This is an optimization exercise on Yosys and OpenROAD, whose aim is small area and a short achievable clock period, not a production implementation.
In this exercise RTL edits were held to simulation tests only and were not proved equivalent to the original.
No driver is modelled on the clock port, so clocking that relies on it looks cheaper here than on a real chip.

Setup of red:
## mac_top
module mac_top #(
   parameter int A_WIDTH = 18,
   parameter int B_WIDTH = 18,
   parameter int P_WIDTH = 48
) (
   input  logic                      clk,
   input  logic                      rst_n,
   input  logic signed [A_WIDTH-1:0] data_a,
   input  logic signed [B_WIDTH-1:0] data_b,
   input  mac_pkg::mac_op_e          op,
   input  logic                      activate_mac,
   output logic signed [P_WIDTH-1:0] data_p,
   output logic                      p_valid
);
Size in the first run: about 1900 cells after synthesis, about 97 flip-flops, about 90 I/O pins, about 0.014 sq mm of cells after synthesis.
make LEC_CHECK=0 ABC_AREA=1 CAP_MARGIN=20 CORE_MARGIN=2 CORE_UTILIZATION=40 SETUP_SLACK_MARGIN=5 SLEW_MARGIN=20 finish   # period 10.0 ns
run.sh (not shown) runs the stock make flow with config.mk's settings and CLKGATE_MAP_FILE= SYNTH_SCRIPT=/design/flow/synth_recipe.tcl, a recipe that flattens the netlist after the stock synthesis.
> inputs changed (red -> blue)
Settings: clearing SETUP_SLACK_MARGIN, which used to be 5.
- blue closes out successfully: all stages finished, all timing, DRC and antenna checks passed.
- Cell count: blue lower than red
- Against red, number of DRC markers after the initial detailed-route iteration in blue came out better.
- Routed wire length, blue and red, higher one = red.
- Reported for blue and red, number of distinct library cells after synthesis turned out identical to the last digit.
## Diff of input files: green against blue
Settings: setting SETUP_SLACK_MARGIN to 5 for the first time; removing ABC_AREA (formerly 1).
==> summary.txt <==
- Diff blue..green | count of sequential standard cells | negligible
- blue → green: area taken by flip-flops and latches +about 6%.
- First-pass GRT wire length, blue and green: smaller value in green
- Compared with blue, green shows routed wire length that has gone down by more than 10%.
- Higher global-route usage over all layers goes to blue over green.
- green vs blue on wire length on met1: green is the lower one.
- Critical path capture point: p_q[40] -> green, p_q[38] -> blue
- Time the worst path needs with I/O delays and setup is lower on green
Relative to green, the following input files were edited for orange:
Settings: ABC_AREA newly set to 1; SETUP_SLACK_MARGIN changed from 5 to 3.
==> comparison <==
Taking orange as 1.0, green lands at 0.73 on synthesized cell count. green → orange: width of the die grew by 10 um, non-clock buffering overhead in the final layout shrank by 5.8 points, mean area per synthesized cell shrank by about 19%. Re number of H-tree levels: no difference whatsoever between orange and green. Compared with green, in orange slack of the critical path lower, utilization lower, cell row count higher.


v42:
Another version of the RTL of mac_top (not shown whole).
For scale: about 1300 cells after synthesis, roughly 90 I/O pins, about 12000 um2 of cells after synthesis.
==> flow/config.mk <==
export PLATFORM = sky130hd
export DESIGN_NAME = mac_top
export DESIGN_NICKNAME = mac_top
export VERILOG_FILES = /design/flow/design.v
export SDC_FILE = /design/flow/constraint.sdc
export NUM_CORES = 4
export LEC_CHECK = 0
export ABC_AREA = 1
export CAP_MARGIN = 20
export CORE_MARGIN = 2
export CORE_UTILIZATION = 40
export CTS_BUF_LIST = sky130_fd_sc_hd__clkbuf_4 sky130_fd_sc_hd__clkbuf_8
export HOLD_SLACK_MARGIN = 0.1
export SLEW_MARGIN = 20
==> flow/constraint.sdc <==
create_clock -name core_clock -period 10.0 [get_ports {clk}]
set_input_delay 2.0000 -clock core_clock [delete_from_list [all_inputs] [get_ports {clk}]]
set_output_delay 2.0000 -clock core_clock [all_outputs]
set_load 0.01 [all_outputs]
standard.sh (not shown) runs the stock make flow with config.mk's settings and CLKGATE_MAP_FILE= SYNTH_SCRIPT=/design/flow/synth_recipe.tcl, a recipe that flattens the netlist after the stock synthesis.
==> flow/flow/run.sh <==
#!/bin/bash
# The standard layout, with these changes in how it is made:
# - Yosys's synth runs without its early ABC pass (-noabc), so the full
#   adders it extracts keep their polarity (no inverters between them);
# - the port buffers are the smallest buffer (buf_1) instead of the
#   default clkdlybuf4s50_1; every port is still buffered;
# - after CTS, flow/pq_clock_delay.tcl puts delay chains in front of the
#   result register's clock (useful skew for the register-to-register
#   multiply-add paths);
# - only the setup repair after global routing, the first that sees that
#   skew, is given a setup margin (flow/grt_margin.tcl).
export SYNTH_ARGS="-noabc"
export BUFFER_PORTS_ARGS="-buffer_cell sky130_fd_sc_hd__buf_1"
export POST_CTS_TCL="$PWD/flow/pq_clock_delay.tcl"
export PQ_DLY_CELLS="sky130_fd_sc_hd__clkdlybuf4s50_1 sky130_fd_sc_hd__clkdlybuf4s50_1 sky130_fd_sc_hd__clkdlybuf4s50_1"
export PQ_SKIP_BITS=8
export PQ_BUF_CELL=sky130_fd_sc_hd__clkbuf_8
export PRE_GLOBAL_ROUTE_TCL="$PWD/flow/grt_margin.tcl"
bash standard.sh > standard.log 2>&1
==> flow/flow/grt_margin.tcl <==
# Pre-global-route hook: the setup repair after global routing aims at
# 5.45 ns of slack. It is the first repair that sees the
# result register's delayed clock, so it is the only one given a margin.
set ::env(SETUP_SLACK_MARGIN) 5.45
Other scripts of this flow, unchanged in this note and not shown: flow/flow/pq_clock_delay.tcl
For v9, these inputs were changed with respect to v42:
diff --git a/flow/flow/run.sh b/flow/flow/run.sh
--- a/flow/flow/run.sh
+++ b/flow/flow/run.sh
@@ -14,3 +14,3 @@
 export POST_CTS_TCL="$PWD/flow/pq_clock_delay.tcl"
-export PQ_DLY_CELLS="sky130_fd_sc_hd__clkdlybuf4s50_1 sky130_fd_sc_hd__clkdlybuf4s50_1 sky130_fd_sc_hd__clkdlybuf4s50_1"
+export PQ_DLY_CELLS="sky130_fd_sc_hd__clkdlybuf4s50_1 sky130_fd_sc_hd__clkdlybuf4s50_1 sky130_fd_sc_hd__clkdlybuf4s50_1 sky130_fd_sc_hd__clkdlybuf4s15_1"
 export PQ_SKIP_BITS=8
==> comparison <==
v9: all stages complete, timing, DRC and antenna checks passed. Per the comparison of v9 with v42, count of placed standard cells in the final layout, fillers left out +1.6%; met1 track demand over resource in global routing about even; filler cell count now smaller. Vias: v9 more than v42. Post-route fraction of the period consumed by the critical path, v42 and v9: smaller value in v42.
Here is what was changed in the inputs of v32 compared with v9.
diff --git a/flow/flow/run.sh b/flow/flow/run.sh
--- a/flow/flow/run.sh
+++ b/flow/flow/run.sh
@@ -14,3 +14,3 @@
 export POST_CTS_TCL="$PWD/flow/pq_clock_delay.tcl"
-export PQ_DLY_CELLS="sky130_fd_sc_hd__clkdlybuf4s50_1 sky130_fd_sc_hd__clkdlybuf4s50_1 sky130_fd_sc_hd__clkdlybuf4s50_1 sky130_fd_sc_hd__clkdlybuf4s15_1"
+export PQ_DLY_CELLS="sky130_fd_sc_hd__clkdlybuf4s50_1 sky130_fd_sc_hd__clkdlybuf4s50_1 sky130_fd_sc_hd__clkdlybuf4s50_1"
 export PQ_SKIP_BITS=8
==> flow/flow/grt_margin.tcl <==
# Pre-global-route hook: the setup repair after global routing aims at
# 5.35 ns of slack. It is the first repair that sees the
# result register's delayed clock, so it is the only one given a margin.
set ::env(SETUP_SLACK_MARGIN) 5.35
- v32: flow completed, timing, DRC and antenna clean
- v9 has lower final-layout fill cell count than v32.
- Share of the cycle needed by the critical path after routing, v32 and v9: lower on v32
- Diff v9 -> v32: met1 global-route usage essentially unchanged, core utilization dropped 1.8 points.
The following lists how v11 was set up differently from v32:
diff --git a/flow/flow/run.sh b/flow/flow/run.sh
--- a/flow/flow/run.sh
+++ b/flow/flow/run.sh
@@ -14,3 +14,3 @@
 export POST_CTS_TCL="$PWD/flow/pq_clock_delay.tcl"
-export PQ_DLY_CELLS="sky130_fd_sc_hd__clkdlybuf4s50_1 sky130_fd_sc_hd__clkdlybuf4s50_1 sky130_fd_sc_hd__clkdlybuf4s50_1"
+export PQ_DLY_CELLS="sky130_fd_sc_hd__clkdlybuf4s50_1 sky130_fd_sc_hd__clkdlybuf4s50_1 sky130_fd_sc_hd__clkdlybuf4s50_1 sky130_fd_sc_hd__clkdlybuf4s15_1"
 export PQ_SKIP_BITS=8
==> flow/flow/grt_margin.tcl <==
# Pre-global-route hook: the setup repair after global routing aims at
# 5.6 ns of slack. It is the first repair that sees the
# result register's delayed clock, so it is the only one given a margin.
set ::env(SETUP_SLACK_MARGIN) 5.6
Notes after the runs:
Compared with v32, met2 routed wirelength in v11 increased by a few percent. Measured against each other, v11 and v32 differ in fmax, the higher figure coming from v32. Compared to v32, v11 has proportion of cell area occupied by registers 0.88 points lower. Between v11 and v32, routed wire length is higher for v11, v32 comes in under that. There was hardly any difference in global-route usage between v11 and v32. Compared with v32, v11 shows a depth of the most critical reg-to-reg path that is 1 lower.

-- re-timing with driven ports --
How much do the figures lean on ideal ports? The routed layouts below were timed once more, with nothing changed but the port constraints. Step 1, drivers: a clkbuf_16 drives clk and a buf_2 each remaining input, both assumed. Step 2, shift: input delay + t, output delay - t, t = (earliest + latest rising clock arrival at the registers) / 2. This alone moves slack from input paths to output paths. Three values: ideal, step 1, step 2; two values: the first two.
| run | t, ns | setup WS [ns] | hold slack, ns | worst setup path at the end | latest minus earliest clock arrival (ns) | worst register clock-pin slew, ns |
|---|---|---|---|---|---|---|
| red | 0.430 | 5.105 / 5.105 / 5.105 | 0.359 / 0.359 / 0.359 | register to register | 0.014 / 0.014 | 0.09 / 0.09 |
| blue | 0.426 | 3.921 / 3.921 / 3.921 | 0.361 / 0.361 / 0.361 | register to register | 0.015 / 0.015 | 0.09 / 0.09 |
| green | 0.420 | 4.266 / 4.266 / 4.266 | 0.362 / 0.362 / 0.362 | register to register | 0.016 / 0.015 | 0.09 / 0.09 |
| orange | 0.426 | 3.921 / 3.921 / 3.921 | 0.361 / 0.361 / 0.361 | register to register | 0.015 / 0.015 | 0.09 / 0.09 |
| v42 | 1.226 | 5.442 / 5.395 / 5.615 | 0.038 / 0.038 / 0.038 | register to register | 1.671 / 1.671 | 0.12 / 0.12 |
| v9 | 1.341 | 5.234 / 5.187 / 5.491 | 0.017 / 0.017 / 0.017 | register to register | 1.901 / 1.901 | 0.11 / 0.11 |
| v32 | 1.227 | 5.448 / 5.400 / 5.546 | 0.032 / 0.032 / 0.032 | register to register | 1.674 / 1.674 | 0.11 / 0.11 |
| v11 | 1.340 | 5.235 / 5.187 / 5.469 | 0.015 / 0.015 / 0.015 | register to register | 1.901 / 1.901 | 0.12 / 0.12 |
Clock arrivals are far apart in v42, v9, v32 and v11, so t is only a midpoint there and step 2 fits no single register.
